From an optimization exercise on the open Yosys and OpenROAD flow, aimed at small area, a short achievable clock period and few clock cycles per item; shortcuts taken in it are not production practice.
At most, simulation tests tie the RTL to the original design; equivalence was not proved.
No activity file was given, so power comes from the tool's default toggle rates.

==> run Y: inputs <==
==> flow/design.v <==
package div_pkg;
  typedef logic [16-1:0] operand_t;
  typedef logic [4-1:0] tag_t;
endpackage
`timescale 1ns/1ns
module divider_nr (
  input  logic              clk,
  input  logic              reset,
  input  logic              load,
  input  logic              release_i,
  input  div_pkg::tag_t     ld_tag,
  input  div_pkg::operand_t ld_dividend,
  input  div_pkg::operand_t ld_divisor,    
  input  logic [16:0]       ld_q,          
  input  logic [3:0]        ld_shift,
  output logic [3:0]        shift,
  output logic              busy,
  output logic              done,
  output logic              finishing,
  output div_pkg::tag_t     tag,
  output div_pkg::operand_t quotient,
  output div_pkg::operand_t remainder
);
  logic [15:0] r, d;
  logic [16:0] q;
  logic [16:0] diff;
  assign diff = {1'b0, r} - {1'b0, d};
  always_ff @(posedge clk) begin
    if (reset) begin
      busy <= 1'b0;
    end else if (load) begin
      busy <= 1'b1;
    end else if (release_i) begin
      busy <= 1'b0;
    end
  end
  logic [15:0] r_nx;
  logic [16:0] q_nx;
  assign r_nx = (q[16] | diff[16]) ? r : diff[15:0];
  assign q_nx = q[16] ? q : {q[15:0], ~diff[16]};
  always_ff @(posedge clk) begin
    if (load) begin
      r   <= ld_dividend;
      d   <= ld_divisor;
      q   <= ld_q;
      tag <= ld_tag;
      shift <= ld_shift;
    end else begin
      r <= r_nx;
      q <= q_nx;
      d <= d >> 1;
    end
  end
  assign done      = busy & q[16];
  assign finishing = busy & q[15] & ~q[16];
  assign quotient  = q[15:0];
  assign remainder = r;
endmodule
`timescale 1ns/1ns
module div_dispatch (
  input  logic              clk,
  input  logic              reset,
  input  logic              accept,
  input  div_pkg::tag_t     tag,
  input  div_pkg::operand_t dividend,
  input  div_pkg::operand_t divisor,
  input  logic              leave,
  output logic              s1_valid,
  output div_pkg::tag_t     s1_tag,
  output div_pkg::operand_t s1_dividend,
  output div_pkg::operand_t s1_divisor,
  output logic [3:0]        s1_shift,
  output logic              s1_bypass,
  output logic              s1_div0,
  output logic              in_bypass
);
  function automatic [4:0] sig_bits(input [15:0] value);
    sig_bits = '0;
    for (int i = 0; i < 16; i++) begin
      if (value[i]) sig_bits = 5'(i + 1);
    end
  endfunction
  function automatic [15:0] fill(input [15:0] value);
    fill = value;
    for (int i = 14; i >= 0; i--) fill[i] = fill[i] | fill[i + 1];
  endfunction
  logic       dv_zero, in_div0;
  logic [4:0] nd, nv;
  assign nd = sig_bits(dividend);
  assign nv = sig_bits(divisor);
  assign dv_zero   = (divisor == '0);
  assign in_div0   = dv_zero & (dividend != '0);
  assign in_bypass = dv_zero | |(fill(divisor) & ~fill(dividend));
  always_ff @(posedge clk) begin
    if (reset) begin
      s1_valid <= 1'b0;
    end else if (accept) begin
      s1_valid <= 1'b1;
    end else if (leave) begin
      s1_valid <= 1'b0;
    end
  end
  always_ff @(posedge clk) begin
    if (accept) begin
      s1_tag      <= tag;
      s1_dividend <= dividend;
      s1_divisor  <= divisor;
      s1_shift    <= 4'(nd - (nv | {4'd0, dv_zero}));
      s1_bypass   <= in_bypass;
      s1_div0     <= in_div0;
    end
  end
endmodule
`timescale 1ns/1ns
module result_arbiter #(parameter int N = 4) (
  input  logic         clk,
  input  logic         reset,
  input  logic [N-1:0] cand,      
  input  logic [N-1:0] taken,     
  output logic [N-1:0] sel        
);
  logic [N-1:0] last;    
  logic [N-1:0] higher;  
  logic [N-1:0] cand_hi;
  logic [N-1:0] pick;
  logic [N-1:0] last_next;
  assign last_next = (|taken) ? taken : last;
  always_comb begin
    higher = '0;
    for (int i = 0; i < N; i++) begin
      for (int j = 0; j < N; j++) begin
        if (j < i && last_next[j]) higher[i] = 1'b1;
      end
    end
  end
  assign cand_hi = cand & higher;
  always_comb begin
    pick = '0;
    if (|cand_hi) begin
      for (int i = N - 1; i >= 0; i--) if (cand_hi[i]) pick = N'(1) << i;
    end else begin
      for (int i = N - 1; i >= 0; i--) if (cand[i]) pick = N'(1) << i;
    end
  end
  always_ff @(posedge clk) begin
    if (reset) begin
      last <= N'(1) << (N - 1);
      sel  <= '0;
    end else begin
      last <= last_next;
      sel  <= pick;
    end
  end
endmodule
`timescale 1ns/1ns
module result_store (
  input  logic              clk,
  input  logic              reset,
  input  logic              we,
  input  div_pkg::tag_t     wr_tag,
  input  logic [16:0]       wr_field,
  input  logic [3:0]        wr_len,
  input  logic              wr_div0,
  input  div_pkg::tag_t     rd_tag,
  output logic              rd_valid,
  output div_pkg::operand_t rd_quotient,
  output div_pkg::operand_t rd_remainder
);
  localparam int DEPTH = 1 << 4;
  logic [DEPTH-1:0] valid;
  logic [16:0]      f_mem [DEPTH];
  logic [3:0]       l_mem [DEPTH];
  logic             z_mem [DEPTH];
  logic [16:0]      f;
  logic [3:0]       l;
  logic             z;
  logic [16:0]      m;
  always_ff @(posedge clk) begin
    if (reset) begin
      valid    <= '0;
      rd_valid <= 1'b0;
    end else begin
      if (we) begin
        valid[wr_tag] <= 1'b1;
      end
      rd_valid <= valid[rd_tag];
    end
  end
  always_ff @(posedge clk) begin
    if (we) begin
      f_mem[wr_tag] <= wr_field;
      l_mem[wr_tag] <= wr_len;
      z_mem[wr_tag] <= wr_div0;
    end
  end
  always_ff @(posedge clk) begin
    f <= f_mem[rd_tag];
    l <= l_mem[rd_tag];
    z <= z_mem[rd_tag];
  end
  always_comb begin
    for (int j = 0; j < 17; j++) m[j] = (5'(j) <= {1'b0, l});
  end
  always_comb begin
    for (int j = 0; j < 16; j++) begin
      rd_quotient[j]  = m[j] & (z | f[j]);
      rd_remainder[j] = f[16 - j] & (z | ~m[16 - j]);
    end
  end
endmodule
`timescale 1ns/1ns
module div_cluster (
  input  logic              clk,
  input  logic              reset,
  input  logic              start,
  input  div_pkg::tag_t     tag,
  input  div_pkg::operand_t dividend,
  input  div_pkg::operand_t divisor,
  input  div_pkg::tag_t     rd_tag,
  output logic              ready,
  output logic              complete,
  output div_pkg::tag_t     complete_tag,
  output logic              rd_valid,
  output div_pkg::operand_t rd_quotient,
  output div_pkg::operand_t rd_remainder
);
  localparam int N = 5;
  logic              accept, leave;
  logic              s1_valid, s1_bypass, s1_div0, in_bypass;
  div_pkg::tag_t     s1_tag;
  div_pkg::operand_t s1_dividend, s1_divisor;
  logic [3:0]        s1_shift, byp_len;
  logic [N-1:0]      busy, done, finishing, eng_grant, avail, load;
  div_pkg::tag_t     e_tag [N];
  div_pkg::operand_t e_quo [N];
  div_pkg::operand_t e_rem [N];
  logic [3:0]        e_shift [N];
  div_pkg::operand_t ld_divisor;
  logic [16:0]       ld_q;
  logic              byp_grant, eng_job;
  logic              we;
  div_pkg::tag_t     w_tag;
  logic [16:0]       w_field;
  logic [3:0]        w_len;
  logic              w_div0;
  assign accept = start & ready;
  div_dispatch u_dispatch (
    .clk         (clk),
    .reset       (reset),
    .accept      (accept),
    .tag         (tag),
    .dividend    (dividend),
    .divisor     (divisor),
    .leave       (leave),
    .s1_valid    (s1_valid),
    .s1_tag      (s1_tag),
    .s1_dividend (s1_dividend),
    .s1_divisor  (s1_divisor),
    .s1_shift    (s1_shift),
    .s1_bypass   (s1_bypass),
    .s1_div0     (s1_div0),
    .in_bypass   (in_bypass)
  );
  assign byp_len    = s1_div0 ? s1_shift : 4'd0;
  assign ld_divisor = s1_divisor << s1_shift;
  assign ld_q       = 17'(1) << (4'd15 - s1_shift);
  for (genvar i = 0; i < N; i++) begin : g_eng
    divider_nr u_div (
      .clk         (clk),
      .reset       (reset),
      .load        (load[i]),
      .release_i   (eng_grant[i]),
      .ld_tag      (s1_tag),
      .ld_dividend (s1_dividend),
      .ld_divisor  (ld_divisor),
      .ld_q        (ld_q),
      .ld_shift    (s1_shift),
      .shift       (e_shift[i]),
      .busy        (busy[i]),
      .done        (done[i]),
      .finishing   (finishing[i]),
      .tag         (e_tag[i]),
      .quotient    (e_quo[i]),
      .remainder   (e_rem[i])
    );
  end
  logic [N-1:0] sel, cand_next;
  logic [2:0]   starve;
  logic         eng_first, any_sel;    
  result_arbiter #(.N(N)) u_arbiter (
    .clk   (clk),
    .reset (reset),
    .cand  (cand_next),
    .taken (eng_grant),
    .sel   (sel)
  );
  assign any_sel   = |sel;
  assign byp_grant = s1_valid & s1_bypass & ~(any_sel & eng_first);
  assign eng_grant = sel & {N{~byp_grant}};
  assign eng_job   = s1_valid & ~s1_bypass;
  assign avail     = ~busy | sel;
  always_comb begin
    load = '0;
    for (int i = N - 1; i >= 0; i--) begin
      if (avail[i]) load = N'(1) << i;
    end
    if (!eng_job) load = '0;
  end
  assign leave = byp_grant | (eng_job & |avail);
  function automatic [16:0] rev_rem(input [15:0] v);
    rev_rem = '0;
    for (int i = 0; i < 16; i++) rev_rem[16 - i] = v[i];
  endfunction
  always_comb begin
    w_tag   = '0;
    w_field = '0;
    w_len   = '0;
    w_div0  = 1'b0;
    for (int i = 0; i < N; i++) begin
      w_tag   = w_tag | (e_tag[i] & {4{eng_grant[i]}});
      w_field = w_field | (({1'b0, e_quo[i]} | rev_rem(e_rem[i])) & {17{eng_grant[i]}});
      w_len   = w_len | (e_shift[i] & {4{eng_grant[i]}});
    end
    if (byp_grant) begin
      w_tag   = s1_tag;
      w_field = rev_rem(s1_dividend);
      w_len   = byp_len;
      w_div0  = s1_div0;
    end
  end
  assign we = any_sel | byp_grant;
  logic [N-1:0] idle_next;
  logic         s1v_next, eng_ok_next, byp_ok_next;
  logic [2:0]   starve_next;
  assign idle_next   = ~load & (~busy | eng_grant);
  assign cand_next   = ~load & busy & ~eng_grant & (done | finishing);
  assign s1v_next    = accept | (s1_valid & ~leave);
  assign eng_ok_next = |idle_next | |cand_next;
  assign byp_ok_next = ~(|cand_next & (&starve_next));
  always_comb begin
    starve_next = starve;
    if (byp_grant && any_sel) starve_next = starve + 1'b1;
    else if (|eng_grant) starve_next = '0;
  end
  always_ff @(posedge clk) begin
    if (reset) begin
      ready        <= 1'b1;
      starve       <= '0;
      eng_first    <= 1'b0;
      complete     <= 1'b0;
    end else begin
      ready        <= ~s1v_next | ((accept ? in_bypass : s1_bypass) ? byp_ok_next : eng_ok_next);
      starve       <= starve_next;
      eng_first    <= &starve_next;
      complete     <= we;
    end
  end
  always_ff @(posedge clk) begin
    complete_tag <= w_tag;
  end
  result_store u_store (
    .clk          (clk),
    .reset        (reset),
    .we           (we),
    .wr_tag       (w_tag),
    .wr_field     (w_field),
    .wr_len       (w_len),
    .wr_div0      (w_div0),
    .rd_tag       (rd_tag),
    .rd_valid     (rd_valid),
    .rd_quotient  (rd_quotient),
    .rd_remainder (rd_remainder)
  );
endmodule
==> flow/run.sh <==
#!/bin/bash
# synth_recipe.tcl (not shown) runs the flow's synth.tcl, then flattens the netlist and writes it again
# the make line also repeats each setting of config.mk as NAME=value (left out here)
make -C /OpenROAD-flow-scripts/flow DESIGN_CONFIG=/design/flow/config.mk WORK_HOME=/design/flow/orfs CLKGATE_MAP_FILE= SYNTH_SCRIPT=/design/flow/synth_recipe.tcl finish
==> flow/config.mk <==
export PLATFORM = sky130hd
export DESIGN_NAME = div_cluster
export DESIGN_NICKNAME = div_cluster
export VERILOG_FILES = /design/flow/design.v
export SDC_FILE = /design/flow/constraint.sdc
export NUM_CORES = 4
export LEC_CHECK = 0
export ABC_AREA = 1
export CAP_MARGIN = 20
export CORE_MARGIN = 2
export CORE_UTILIZATION = 40
export CTS_CLUSTER_DIAMETER = 70
export CTS_CLUSTER_SIZE = 24
export GPL_ROUTABILITY_DRIVEN = 0
export SETUP_SLACK_MARGIN = 2.5
export SLEW_MARGIN = 20
export TNS_END_PERCENT = 10
==> flow/constraint.sdc <==
create_clock -name core_clock -period 5.0 [get_ports {clk}]
set_input_delay 1.0000 -clock core_clock [delete_from_list [all_inputs] [get_ports {clk}]]
set_output_delay 1.0000 -clock core_clock [all_outputs]
set_load 0.01 [all_outputs]
==> inputs of run H, as changes to run Y <==
--- a/flow/design.v
+++ b/flow/design.v
@@ -226,3 +226,3 @@
 );
-  localparam int N = 5;
+  localparam int N = 4;
   logic              accept, leave;
==> comparison <==
- Run Y produced a clean layout. Run H completed with no timing, DRC or antenna violations.
- In run Y the synthesized cell count is higher than in run H, by about 10%.
- Between run Y and run H, the lower critical path depth is in run Y (gap 1).
- Via count: run Y is larger than run H (about 11%).
- Sequential power: run Y is higher than run H (8.6%).
- Between run Y and run H, the lower core utilization is in run H (gap 0.46 points).
- Of run H and run Y, run Y has the higher worst setup slack (gap 0.022 ns).
- In run H the maximum frequency is lower than in run Y, by about 0.8%.
- Of run Y and run H, run H has the higher sequential share of layout area (gap 1.2 points).
- Of run Y and run H, run Y has the higher first-iteration DRC count (gap 5.7%, measured against run H).
- Between run Y and run H, the lower design area is in run H (gap 11%, measured against run H).
- Of run Y and run H, run Y has the higher sequential cell count (gap 60).
Testbench counts of run H, summed over its fixed seeds: cycles 2,358, items 2,048.
No functional check of the RTL was part of run Y.

-- static timing again, ports no longer ideal --
In the flow no input, the clock included, has a driving cell. The finished layouts below were timed again as built, in two steps.
Step 1, drivers: a clkbuf_16 drives clk and a buf_2 each remaining input, both assumed.
Step 2 also shifts input and output timing later by t, the mid clock arrival at the registers, as if the neighbouring blocks saw the same clock.
Slacks: no drivers / after step 1 / after step 2; pairs: no drivers / after step 1.
run | shift t [ns] | setup slack, ns | worst setup path at the end | worst register clock-pin slew, ns | worst data-port slew with drivers (ns)
run Y | 0.668 | 2.325 / 2.262 / 1.860 | input to register | 0.10 / 0.10 | 0.05
run H | 0.672 | 2.303 / 2.241 / 1.937 | input to register | 0.11 / 0.11 | 0.04
After both steps setup and hold are still met in every run listed. For run Y, which loses most, drivers alone change the setup slack by -0.063 ns; drivers and shift together by -0.465 ns.
